What follows belongs to an exercise in optimizing a design on an open flow for small area; a production flow would make more cautious choices. RTL that was checked went through simulation tests only; none was proved equivalent to the original. Power is estimated from default activity; no workload was simulated.

==> flow/design.v <==
module envelope_bank #(
  parameter int VOICES     = 8,
  parameter int OUT_WIDTH  = 16,
  parameter int FRAC_WIDTH = 8,
  parameter int TICK_DIV   = 1042,
  parameter int LEGATO     = 1,
  localparam int ACC_WIDTH = OUT_WIDTH + FRAC_WIDTH
) (
  input  logic                          clock_50_000_000,
  input  logic                          reset_l,
  input  logic [VOICES-1:0]             note_on,
  input  logic [VOICES-1:0]             note_off,
  input  logic [ACC_WIDTH-1:0]          attack_rate,
  input  logic [ACC_WIDTH-1:0]          decay_rate,
  input  logic [ACC_WIDTH-1:0]          release_rate,
  input  logic [OUT_WIDTH-1:0]          sustain_level,
  output logic [VOICES*OUT_WIDTH-1:0]   envelope,
  output logic [VOICES-1:0]             envelope_end,
  output logic [VOICES-1:0]             active
);
  localparam int CNT_W = 11;
  localparam logic [CNT_W-1:0] CNT_WRAP  = CNT_W'((1 << CNT_W) - TICK_DIV);
  localparam logic [CNT_W-1:0] SW_BASE   = CNT_W'((1 << CNT_W) - 16);
  localparam logic [CNT_W-1:0] CNT_RESET = CNT_W'((1 << CNT_W) - 16 - TICK_DIV);
  localparam logic [2:0] ST_IDLE    = 3'b000;
  localparam logic [2:0] ST_ATTACK  = 3'b001;
  localparam logic [2:0] ST_DECAY   = 3'b011;
  localparam logic [2:0] ST_SUSTAIN = 3'b111;
  localparam logic [2:0] ST_RELEASE = 3'b101;
  localparam logic [ACC_WIDTH-1:0] ACC_ONES = '1;
  logic [2:0]           state_q [8];
  logic [OUT_WIDTH-1:0] acc_q   [8];
  logic [CNT_W-1:0]     cnt_q;
  logic                 end_q;
  wire sweep = (cnt_q[CNT_W-1:3] == SW_BASE[CNT_W-1:3]);
  wire [2:0] idx = cnt_q[2:0];
  logic [CNT_W-1:0] cnt_t;
  assign cnt_t[0] = 1'b1;
  for (genvar i = 1; i < CNT_W; i++) begin : g_inc
    assign cnt_t[i] = cnt_t[i-1] & cnt_q[i-1];
  end
  always_ff @(posedge clock_50_000_000 or negedge reset_l) begin
    if (!reset_l) cnt_q <= CNT_RESET;
    else if (&cnt_q) cnt_q <= CNT_WRAP;
    else cnt_q <= cnt_q ^ cnt_t;
  end
  logic [2:0]           s;
  logic [ACC_WIDTH-1:0] a;
  assign s = state_q[idx];
  logic [OUT_WIDTH-1:0]  ai;
  logic [FRAC_WIDTH-1:0] frac_q [8];    
  assign ai = acc_q[idx];
  assign a  = {ai, frac_q[7]};
  wire is_att = s[0] & !s[1] & !s[2];
  wire is_dec = s[1] & !s[2];
  wire is_rel = s[2] & !s[1];
  wire is_sus = s[2] & s[1];
  logic [ACC_WIDTH-1:0] r;
  always_comb begin
    if (is_att)      r = attack_rate;
    else if (is_dec) r = decay_rate;
    else             r = release_rate;
  end
  wire rz = (r == '0);
  wire sub = !is_att;
  wire [ACC_WIDTH-1:0] b = sub ? ~r : r;
  wire [ACC_WIDTH-1:0] p = a ^ b;
  logic [ACC_WIDTH:0]  cy;
  logic [ACC_WIDTH:0]  sum;
  assign cy[0] = sub;
  for (genvar i = 0; i < ACC_WIDTH; i++) begin : g_add
    assign sum[i]   = p[i] ^ cy[i];
    assign cy[i+1]  = (a[i] & b[i]) | (p[i] & cy[i]);
  end
  assign sum[ACC_WIDTH] = cy[ACC_WIDTH];
  wire cout = cy[ACC_WIDTH];
  wire eq = &p;
  wire [ACC_WIDTH-1:0] sus_floor = {sustain_level, {FRAC_WIDTH{1'b0}}};
  logic [ACC_WIDTH:0] le;
  assign le[FRAC_WIDTH] = ~|sum[FRAC_WIDTH-1:0];
  for (genvar i = FRAC_WIDTH; i < ACC_WIDTH; i++) begin : g_cmp
    assign le[i+1] = (~sum[i] & sus_floor[i]) | (~(sum[i] ^ sus_floor[i]) & le[i]);
  end
  wire below = le[ACC_WIDTH];
  wire att_done = rz | cout | eq;
  wire dec_done = rz | !cout | below;
  wire rel_done = rz | !cout | eq;
  wire is_ri    = !s[1] & (s[2] | !s[0]);
  wire done     = is_att ? att_done : is_dec ? dec_done : is_sus ? 1'b1 : rel_done;
  wire sel_sum  = !done;
  wire sel_ones = is_att & att_done;
  wire sel_sf   = (is_dec & dec_done) | is_sus;
  logic [2:0]           ns;
  logic [ACC_WIDTH-1:0] na;
  assign na = ({ACC_WIDTH{sel_sum}} & sum[ACC_WIDTH-1:0]) | ({ACC_WIDTH{sel_sf}} & sus_floor) |
              {ACC_WIDTH{sel_ones}};
  always_comb begin
    ns = s;
    if (is_att & att_done)      ns = ST_DECAY;
    else if (is_dec & dec_done) ns = ST_SUSTAIN;
    else if (is_ri & rel_done)  ns = ST_IDLE;
  end
  wire end_set = is_rel & rel_done;
  logic [7:0] we;
  for (genvar v = 0; v < 8; v++) begin : g_voice
    wire on_v  = note_on[v];
    wire [2:0] sv = state_q[v];
    wire off_v = note_off[v] & (sv[0] & (sv[1] | !sv[2]));
    assign we[v] = sweep & (idx == 3'(v)) & !on_v & !off_v;
    always_ff @(posedge clock_50_000_000 or negedge reset_l) begin
      if (!reset_l) begin
        state_q[v] <= ST_IDLE;
        acc_q[v]   <= '0;
      end else begin
        if (on_v)       state_q[v] <= ST_ATTACK;
        else if (off_v) state_q[v] <= ST_RELEASE;
        else if (we[v]) state_q[v] <= ns;
        if (we[v]) acc_q[v] <= na[ACC_WIDTH-1:FRAC_WIDTH];
      end
    end
    assign envelope[v*OUT_WIDTH +: OUT_WIDTH] = acc_q[v];
    assign active[v] = state_q[v][0];
    assign envelope_end[v] = end_q & (idx == 3'((v + 1) % 8));
  end
  wire park = (cnt_q[CNT_W-1:6] == 5'b11111) & (cnt_q[5:0] < 6'd42);
  wire ring_clr = (cnt_q < CNT_WRAP);
  always_ff @(posedge clock_50_000_000) begin
    for (int j = 1; j < 7; j++) frac_q[j] <= frac_q[j-1];
    if (!park) frac_q[7] <= frac_q[6];
    if (ring_clr)   frac_q[0] <= '0;
    else if (park)  frac_q[0] <= frac_q[6];
    else if (|we)   frac_q[0] <= na[FRAC_WIDTH-1:0];
    else            frac_q[0] <= frac_q[7];
  end
  always_ff @(posedge clock_50_000_000 or negedge reset_l) begin
    if (!reset_l) end_q <= 1'b0;
    else end_q <= (|we) & end_set;
  end
endmodule
clock: 20.0 ns
lec_check: 0
cap_margin: 20
core_margin: 2
core_utilization: 55
slew_margin: 20
standard.sh (not shown) runs the stock make flow with config.mk's settings and CLKGATE_MAP_FILE= SYNTH_SCRIPT=/design/flow/synth_recipe.tcl, a recipe that flattens the netlist after the stock synthesis.
==> flow/flow/run.sh <==
#!/bin/bash
# Own layout flow: the standard synthesis, then an area re-mapping of its
# combinational logic (flip-flops untouched), then the standard layout steps with
# small port buffers and a clock tree of small clusters without dummy loads.
set -euo pipefail
W=$PWD
R=$W/orfs/results/$FLOW_PLATFORM/envelope_bank/base
YOSYS=$(command -v yosys || echo "$FLOW_HOME/../tools/install/yosys/bin/yosys")

bash standard.sh synth > $W/log_1_standard_synth.log 2>&1
cp $R/1_2_yosys.v $W/standard_synth.v

# Re-map with a few ABC seeds in parallel; keep the smallest result.
DONT_USE=$(sed -n '/^export DONT_USE_CELLS/,/^$/p' $FLOW_HOME/platforms/$FLOW_PLATFORM/config.mk | grep -o 'sky130_fd_sc_hd__[a-z0-9_]*' | tr '\n' ' ')
run_remap() {
  local s=$1
  sed "s/@SEED@/$s/" $W/flow/remap_$(( s % 2 )).abc.in > $W/remap_$s.abc
  REMAP_LIB=$FLOW_HOME/platforms/$FLOW_PLATFORM/lib/sky130_fd_sc_hd__tt_025C_1v80.lib \
  REMAP_IN=$W/standard_synth.v REMAP_OUT=$W/remapped_$s.v REMAP_TOP=$FLOW_TOP \
  REMAP_ABC=$W/remap_$s.abc REMAP_DONT_USE="$DONT_USE" \
    $YOSYS -c $W/flow/remap.tcl > $W/log_2_remap_$s.log 2>&1 || return 0
  REMAP_LIB=$FLOW_HOME/platforms/$FLOW_PLATFORM/lib/sky130_fd_sc_hd__tt_025C_1v80.lib \
  REMAP_TOP=$FLOW_TOP EQ_GOLD=$W/standard_synth.v EQ_GATE=$W/remapped_$s.v \
    $YOSYS -c $W/flow/eqcheck.tcl > $W/log_2_eqcheck_$s.log 2>&1 && touch $W/remapped_$s.ok || true
}
for s in 1 2 3 4; do run_remap $s & done
wait
for s in 5 6 7 8; do run_remap $s & done
wait
best=$(for s in 1 2 3 4 5 6 7 8; do
  [[ -f $W/remapped_$s.ok ]] || continue
  a=$(grep "Chip area" $W/remapped_$s.v.stat 2>/dev/null | awk '{print $NF}')
  [[ -n "$a" ]] && echo "$a $s"
done | sort -g | head -1 | awk '{print $2}')
if [[ -n "$best" ]]; then
  echo "picked seed $best" > $W/log_2_remap_pick.log
  cp $W/remapped_$best.v $R/1_2_yosys.v
  rm -f $R/1_synth.odb $R/1_synth.sdc
else
  echo "no re-mapped netlist passed; keeping the standard synthesis" > $W/log_2_remap_pick.log
fi

bash standard.sh \
  "BUFFER_PORTS_ARGS=-buffer_cell sky130_fd_sc_hd__buf_1" \
  "CTS_ARGS=-sink_clustering_enable -repair_clock_nets -dont_use_dummy_load -buf_list sky130_fd_sc_hd__clkbuf_8 -sink_clustering_size 15 -sink_clustering_max_diameter 80" \
  finish > $W/log_3_layout.log 2>&1
Other scripts of this flow, unchanged in this note and not shown: flow/flow/eqcheck.tcl, flow/flow/remap.tcl, flow/flow/remap_0.abc.in, flow/flow/remap_1.abc.in
==> next run, changes <==
--- a/flow/design.v
+++ b/flow/design.v
@@ -24,17 +24,17 @@
   localparam logic [CNT_W-1:0] CNT_RESET = CNT_W'((1 << CNT_W) - 16 - TICK_DIV);
   localparam logic [2:0] ST_IDLE    = 3'b000;
   localparam logic [2:0] ST_ATTACK  = 3'b001;
   localparam logic [2:0] ST_DECAY   = 3'b011;
   localparam logic [2:0] ST_SUSTAIN = 3'b111;
   localparam logic [2:0] ST_RELEASE = 3'b101;
+  localparam logic [2:0] ST_ENDED   = 3'b100;   
   localparam logic [ACC_WIDTH-1:0] ACC_ONES = '1;
   logic [2:0]           state_q [8];
   logic [OUT_WIDTH-1:0] acc_q   [8];
   logic [CNT_W-1:0]     cnt_q;
-  logic                 end_q;
   wire sweep = (cnt_q[CNT_W-1:3] == SW_BASE[CNT_W-1:3]);
   wire [2:0] idx = cnt_q[2:0];
   logic [CNT_W-1:0] cnt_t;
   assign cnt_t[0] = 1'b1;
   for (genvar i = 1; i < CNT_W; i++) begin : g_inc
     assign cnt_t[i] = cnt_t[i-1] & cnt_q[i-1];
@@ -50,13 +50,13 @@
   logic [OUT_WIDTH-1:0]  ai;
   logic [FRAC_WIDTH-1:0] frac_q [8];    
   assign ai = acc_q[idx];
   assign a  = {ai, frac_q[7]};
   wire is_att = s[0] & !s[1] & !s[2];
   wire is_dec = s[1] & !s[2];
-  wire is_rel = s[2] & !s[1];
+  wire is_rel = s[2] & !s[1] & s[0];
   wire is_sus = s[2] & s[1];
   logic [ACC_WIDTH-1:0] r;
   always_comb begin
     if (is_att)      r = attack_rate;
     else if (is_dec) r = decay_rate;
     else             r = release_rate;
@@ -95,15 +95,15 @@
   assign na = ({ACC_WIDTH{sel_sum}} & sum[ACC_WIDTH-1:0]) | ({ACC_WIDTH{sel_sf}} & sus_floor) |
               {ACC_WIDTH{sel_ones}};
   always_comb begin
     ns = s;
     if (is_att & att_done)      ns = ST_DECAY;
     else if (is_dec & dec_done) ns = ST_SUSTAIN;
+    else if (is_rel & rel_done) ns = ST_ENDED;
     else if (is_ri & rel_done)  ns = ST_IDLE;
   end
-  wire end_set = is_rel & rel_done;
   logic [7:0] we;
   for (genvar v = 0; v < 8; v++) begin : g_voice
     wire on_v  = note_on[v];
     wire [2:0] sv = state_q[v];
     wire off_v = note_off[v] & (sv[0] & (sv[1] | !sv[2]));
     assign we[v] = sweep & (idx == 3'(v)) & !on_v & !off_v;
@@ -117,23 +117,19 @@
         else if (we[v]) state_q[v] <= ns;
         if (we[v]) acc_q[v] <= na[ACC_WIDTH-1:FRAC_WIDTH];
       end
     end
     assign envelope[v*OUT_WIDTH +: OUT_WIDTH] = acc_q[v];
     assign active[v] = state_q[v][0];
-    assign envelope_end[v] = end_q & (idx == 3'((v + 1) % 8));
+    assign envelope_end[v] = state_q[v][2] & !state_q[v][0] & (cnt_q == SW_BASE + CNT_W'(v + 1));
   end
   wire park = (cnt_q[CNT_W-1:6] == 5'b11111) & (cnt_q[5:0] < 6'd42);
   wire ring_clr = (cnt_q < CNT_WRAP);
   always_ff @(posedge clock_50_000_000) begin
     for (int j = 1; j < 7; j++) frac_q[j] <= frac_q[j-1];
     if (!park) frac_q[7] <= frac_q[6];
     if (ring_clr)   frac_q[0] <= '0;
     else if (park)  frac_q[0] <= frac_q[6];
     else if (|we)   frac_q[0] <= na[FRAC_WIDTH-1:0];
     else            frac_q[0] <= frac_q[7];
   end
-  always_ff @(posedge clock_50_000_000 or negedge reset_l) begin
-    if (!reset_l) end_q <= 1'b0;
-    else end_q <= (|we) & end_set;
-  end
 endmodule
Effect: The new run completed with no timing, DRC or antenna violations; worst setup slack improved by 1.2 ns; power barely changes; final area is higher by 1.4%; clock skew came out higher by 0.020 ns; non-clock buffer count increases by 9; wire length goes down by 2.6%; die area went up by 0.91%; critical path depth drops by 1; area after synthesis went up by 0.94%.
No functional check of the RTL was part of the second run of this note.

## afterwards: timing with drivers on the ports
How much do the figures lean on ideal ports? The routed layouts below were timed once more, with nothing changed but the port constraints.
Step 1 assumes that a clkbuf_16 drives the clock port and a buf_2 every other input.
Step 2 times the ports against the registers' clock, not the clock port: input delays grow and output delays shrink by t, the midpoint of the rising clock arrivals with the driver on.
Three values: ideal, step 1, step 2; two values: the first two.
run	t (ns)	slack for setup (ns)	hold slack, ns	cell pins on the clock port's net
the first run	0.559	5.541 / 5.562 / 5.003	0.326 / 0.326 / 0.326	1
the second run	0.542	6.776 / 6.786 / 6.244	0.301 / 0.301 / 0.301	1
After both steps every run listed still meets setup and hold. For the first run, which loses most, drivers alone change the setup slack by +0.021 ns; drivers and shift together by -0.538 ns.
